This is an optimization exercise on Yosys and OpenROAD, whose aim is small area, not a production implementation. RTL that was checked went through simulation tests only; none was proved equivalent to the original. Power and IR drop assume default switching activity.

==> flow/design.v <==
module exec_mem_wbit (
    input  logic q,
    input  logic dd,
    input  logic we,
    input  logic we_n,
    output logic nq
);
    assign nq = ~((q | we) & (dd | we_n));
endmodule
module exec_mem_rd3 (
    input  logic [2:0] q,
    input  logic [2:0] s,
    output logic       y_n
);
    assign y_n = ~((q[0] & s[0]) | (q[1] & s[1]) | (q[2] & s[2]));
endmodule
module exec_mem_rd2 (
    input  logic [1:0] q,
    input  logic [1:0] s,
    output logic       y_n
);
    assign y_n = ~((q[0] & s[0]) | (q[1] & s[1]));
endmodule
module exec_alu_xor (input logic a, input logic b, output logic y);
    assign y = a ^ b;
endmodule
module exec_alu_xnor (input logic a, input logic b, output logic y);
    assign y = ~(a ^ b);
endmodule
module exec_alu_and (input logic a, input logic b, output logic y);
    assign y = a & b;
endmodule
module exec_alu_nand (input logic a, input logic b, output logic y);
    assign y = ~(a & b);
endmodule
module exec_alu_cy_tn (input logic p, input logic g, input logic c, output logic co_n);
    assign co_n = ~(g | (p & c));
endmodule
module exec_alu_cy_nt (input logic p_n, input logic g_n, input logic c_n, output logic co);
    assign co = ~(g_n & (p_n | c_n));
endmodule
module exec_mem_ctrl #(
    parameter int DM_WORDS = 64
) (
    input  logic        clk,
    input  logic        rst_n,
    input  logic [6:0]  opCode,
    input  logic [31:0] rd1,
    input  logic [31:0] rd2,
    input  logic [31:0] imm,
    input  logic [2:0]  op,
    input  logic        ALUSrc,
    input  logic        MemRead,
    input  logic        MemWrite,
    output logic [31:0] z,
    output logic        zero,
    output logic [31:0] memOut,
    output logic        isRtype,
    output logic        isItype,
    output logic        isLw,
    output logic        isStype,
    output logic        isbranch,
    output logic        isjump
);
    localparam int AW  = 6;
    localparam int NW  = 64;
    localparam int NG3 = 20;               
    localparam int NG  = NG3 + 2;          
    logic [31:0] mem_q [NW];
    logic [31:0] mem_d [NW];
    logic [NW-1:0] valid_q;
    logic [NW-1:0] wsel;
    logic [NW-1:0] wsel_n;
    logic [NW-1:0] rsel;
    logic [NG-1:0] part_n [32];
    always_comb begin
        isRtype  = (opCode == 7'h33);
        isLw     = (opCode == 7'h03);
        isItype  = (opCode == 7'h13) || (opCode == 7'h03);
        isStype  = (opCode == 7'h23);
        isbranch = (opCode == 7'h63);
        isjump   = (opCode == 7'h6F);
    end
    logic [31:0] alu_b, bx, s;
    logic [32:0] c;
    logic [31:0] p;                      
    logic [31:0] orab;                   
    logic        inv, lt;
    logic        is_and, is_or, is_sum, is_slt;
    logic [31:0] zl;                     
    assign alu_b = ALUSrc ? imm : rd2;
    assign inv   = op[2];
    assign bx    = alu_b ^ {32{inv}};
    assign c[0]  = inv;
    for (genvar i = 0; i < 32; i = i + 2) begin : g_add
        logic p0, g0, p1n, g1n, c1n;
        exec_alu_xor   u_p0 (.a(rd1[i]),   .b(bx[i]),   .y(p0));
        exec_alu_and   u_g0 (.a(rd1[i]),   .b(bx[i]),   .y(g0));
        exec_alu_cy_tn u_c0 (.p(p0), .g(g0), .c(c[i]), .co_n(c1n));
        exec_alu_xor   u_s0 (.a(p0), .b(c[i]), .y(s[i]));
        exec_alu_xnor  u_p1 (.a(rd1[i+1]), .b(bx[i+1]), .y(p1n));
        exec_alu_nand  u_g1 (.a(rd1[i+1]), .b(bx[i+1]), .y(g1n));
        exec_alu_cy_nt u_c1 (.p_n(p1n), .g_n(g1n), .c_n(c1n), .co(c[i+2]));
        exec_alu_xor   u_s1 (.a(p1n), .b(c1n), .y(s[i+1]));
        assign p[i]   = p0;
        assign p[i+1] = ~p1n;
        assign c[i+1] = ~c1n;
    end
    assign orab = rd1 | bx;
    assign lt = (rd1[31] & ~alu_b[31]) | (~(rd1[31] ^ alu_b[31]) & s[31]);
    assign is_and = (op == 3'b000);
    assign is_or  = (op == 3'b001);
    assign is_sum = (op == 3'b010) || (op == 3'b110);
    assign is_slt = (op == 3'b111);
    assign zl = ({32{is_and}} & rd1 & alu_b) | ({32{is_or}} & (rd1 | alu_b));
    assign z  = zl | ({32{is_sum}} & s) | {31'h0, is_slt & lt};
    assign zero = ~|z;
    logic sum_hi_zero, logic_hi_zero, in_range;
    logic [31:8] hz;
    assign hz[8] = ~(p[8] ^ c[8]);
    for (genvar i = 9; i < 32; i++) begin : g_hz
        assign hz[i] = ~(p[i] ^ orab[i-1]);
    end
    assign sum_hi_zero   = &hz;
    assign logic_hi_zero = ~|zl[31:8];
    assign in_range      = is_sum ? sum_hi_zero : logic_hi_zero;
    logic [AW-1:0] word_idx;
    assign word_idx = z[AW+1:2];         
    logic wr_en, rd_en;
    assign wr_en = MemWrite && in_range;
    assign rd_en = MemRead && rst_n && in_range;
    always_comb begin
        for (int i = 0; i < NW; i++) begin
            wsel[i]   = wr_en && (word_idx == AW'(i));
            wsel_n[i] = ~wsel[i];
            rsel[i]   = rd_en && valid_q[i] && (word_idx == AW'(i));
        end
    end
    always_ff @(posedge clk or negedge rst_n) begin
        if (!rst_n) valid_q <= '0;
        else        valid_q <= valid_q | wsel;
    end
    logic        phase_q;
    logic [31:0] wdata_x;
    always_ff @(posedge clk or negedge rst_n) begin
        if (!rst_n) phase_q <= 1'b0;
        else        phase_q <= ~phase_q;
    end
    assign wdata_x = rd2 ^ {32{phase_q}};
    for (genvar i = 0; i < NW; i++) begin : g_word
        for (genvar b = 0; b < 32; b++) begin : g_bit
            exec_mem_wbit u_w (
                .q(mem_q[i][b]), .dd(wdata_x[b]), .we(wsel[i]), .we_n(wsel_n[i]),
                .nq(mem_d[i][b])
            );
        end
        always_ff @(posedge clk) mem_q[i] <= mem_d[i];
    end
    logic hit;
    logic [31:0] raw;
    assign hit = |rsel;
    for (genvar b = 0; b < 32; b++) begin : g_rd
        for (genvar g = 0; g < NG3; g++) begin : g_r3
            exec_mem_rd3 u_r (
                .q({mem_q[3*g+2][b], mem_q[3*g+1][b], mem_q[3*g][b]}),
                .s(rsel[3*g+2:3*g]),
                .y_n(part_n[b][g])
            );
        end
        for (genvar g = 0; g < 2; g++) begin : g_r2
            exec_mem_rd2 u_r (
                .q({mem_q[3*NG3+2*g+1][b], mem_q[3*NG3+2*g][b]}),
                .s(rsel[3*NG3+2*g+1:3*NG3+2*g]),
                .y_n(part_n[b][NG3+g])
            );
        end
        assign raw[b]    = ~&part_n[b];
        assign memOut[b] = raw[b] ^ (phase_q & hit);
    end
endmodule
Settings: LEC_CHECK=0, CAP_MARGIN=20, CORE_MARGIN=2, CORE_UTILIZATION=55, PLACE_DENSITY=0.65, SLEW_MARGIN=20, SYNTH_HIERARCHICAL=1; clock period 16.0 ns.
standard.sh (not shown) runs the stock make flow with config.mk's settings and CLKGATE_MAP_FILE= SYNTH_SCRIPT=/design/flow/synth_recipe.tcl, a recipe that flattens the netlist after the stock synthesis.
==> flow/flow/run.sh <==
#!/bin/bash
# Layout flow: the standard ORFS flow (standard.sh, unchanged synthesis),
# with two changes passed to ORFS through its environment variables:
#  - clock tree: clkbuf_8 leaf buffers in larger clusters, and no dummy loads;
#  - port buffers: the smallest buffer (sky130_fd_sc_hd__buf_1); repair_design
#    still resizes them where a port's load needs it.
# ORFS writes each step's full log under orfs/logs/; the make output goes to
# standard.log in the work folder.
set -euo pipefail
cd "$(dirname "$0")/.."
CTS_OPTS=$(cat flow/cts_args.txt)
export CTS_ARGS="-sink_clustering_enable -repair_clock_nets -dont_use_dummy_load ${CTS_OPTS}"
export BUFFER_PORTS_ARGS="-buffer_cell sky130_fd_sc_hd__buf_1"
bash standard.sh > standard.log 2>&1
==> flow/flow/cts_args.txt <==
-buf_list sky130_fd_sc_hd__clkbuf_8 -sink_clustering_size 16 -sink_clustering_max_diameter 50
==> next run, changes <==
--- a/flow/design.v
+++ b/flow/design.v
@@ -1,10 +1,10 @@
 module exec_mem_wbit (
     input  logic q,
-    input  logic dd,
+    input  logic d,
     input  logic we,
     input  logic we_n,
     output logic nq
 );
-    assign nq = ~((q | we) & (dd | we_n));
+    assign nq = (q & we_n) | (d & we);
 endmodule
 module exec_mem_rd3 (
@@ -141,15 +141,8 @@
         else        valid_q <= valid_q | wsel;
     end
-    logic        phase_q;
-    logic [31:0] wdata_x;
-    always_ff @(posedge clk or negedge rst_n) begin
-        if (!rst_n) phase_q <= 1'b0;
-        else        phase_q <= ~phase_q;
-    end
-    assign wdata_x = rd2 ^ {32{phase_q}};
     for (genvar i = 0; i < NW; i++) begin : g_word
         for (genvar b = 0; b < 32; b++) begin : g_bit
             exec_mem_wbit u_w (
-                .q(mem_q[i][b]), .dd(wdata_x[b]), .we(wsel[i]), .we_n(wsel_n[i]),
+                .q(mem_q[i][b]), .d(rd2[b]), .we(wsel[i]), .we_n(wsel_n[i]),
                 .nq(mem_d[i][b])
             );
@@ -157,7 +150,4 @@
         always_ff @(posedge clk) mem_q[i] <= mem_d[i];
     end
-    logic hit;
-    logic [31:0] raw;
-    assign hit = |rsel;
     for (genvar b = 0; b < 32; b++) begin : g_rd
         for (genvar g = 0; g < NG3; g++) begin : g_r3
@@ -175,6 +165,5 @@
             );
         end
-        assign raw[b]    = ~&part_n[b];
-        assign memOut[b] = raw[b] ^ (phase_q & hit);
+        assign memOut[b] = ~&part_n[b];
     end
 endmodule
Final area goes up by roughly a tenth.
Total power goes down by about a fifth.
First-iteration DRC count goes down by a few percent.
Combinational power goes down by well over a third.
Non-clock buffer count goes up by 14.
Global-route usage goes down by 2.4 points.
Core utilization goes up by 0.27 points.
Synthesized area goes up by a little under a tenth.
Die area goes up by a little under a tenth.
Setup slack loses 260 ps.
Clock skew goes down by 94 ps.
Synthesized cell count goes up slightly.
Function not checked in the second run of this note: the RTL went through the layout flow alone.

re-timing with driven ports:
Ports are ideal in the flow. The routed layouts listed here were re-timed in OpenROAD.
Step 1, drivers: a clkbuf_16 drives clk and a buf_2 each remaining input, both assumed.
Step 2 moves the port delays by t, midway between the first and last clock arrival at a register: inputs arrive t later, outputs are due t later. That takes back most of the time a late clock gives input paths.
a / b / c = ideal ports / drivers / drivers and shift; a / b = the first two.
run	t, ns	setup WS [ns]	worst setup path after step 2	slew at the worst register clock pin (ns)
the first run	0.991	1.285 / 1.260 / 1.260	input to output	0.11 / 0.11
the second run	1.005	1.028 / 1.005 / 1.005	input to output	0.11 / 0.11
After both steps every run listed still meets setup and hold. For the first run, which loses most, drivers alone change the setup slack by -0.025 ns; drivers and shift together by -0.025 ns.
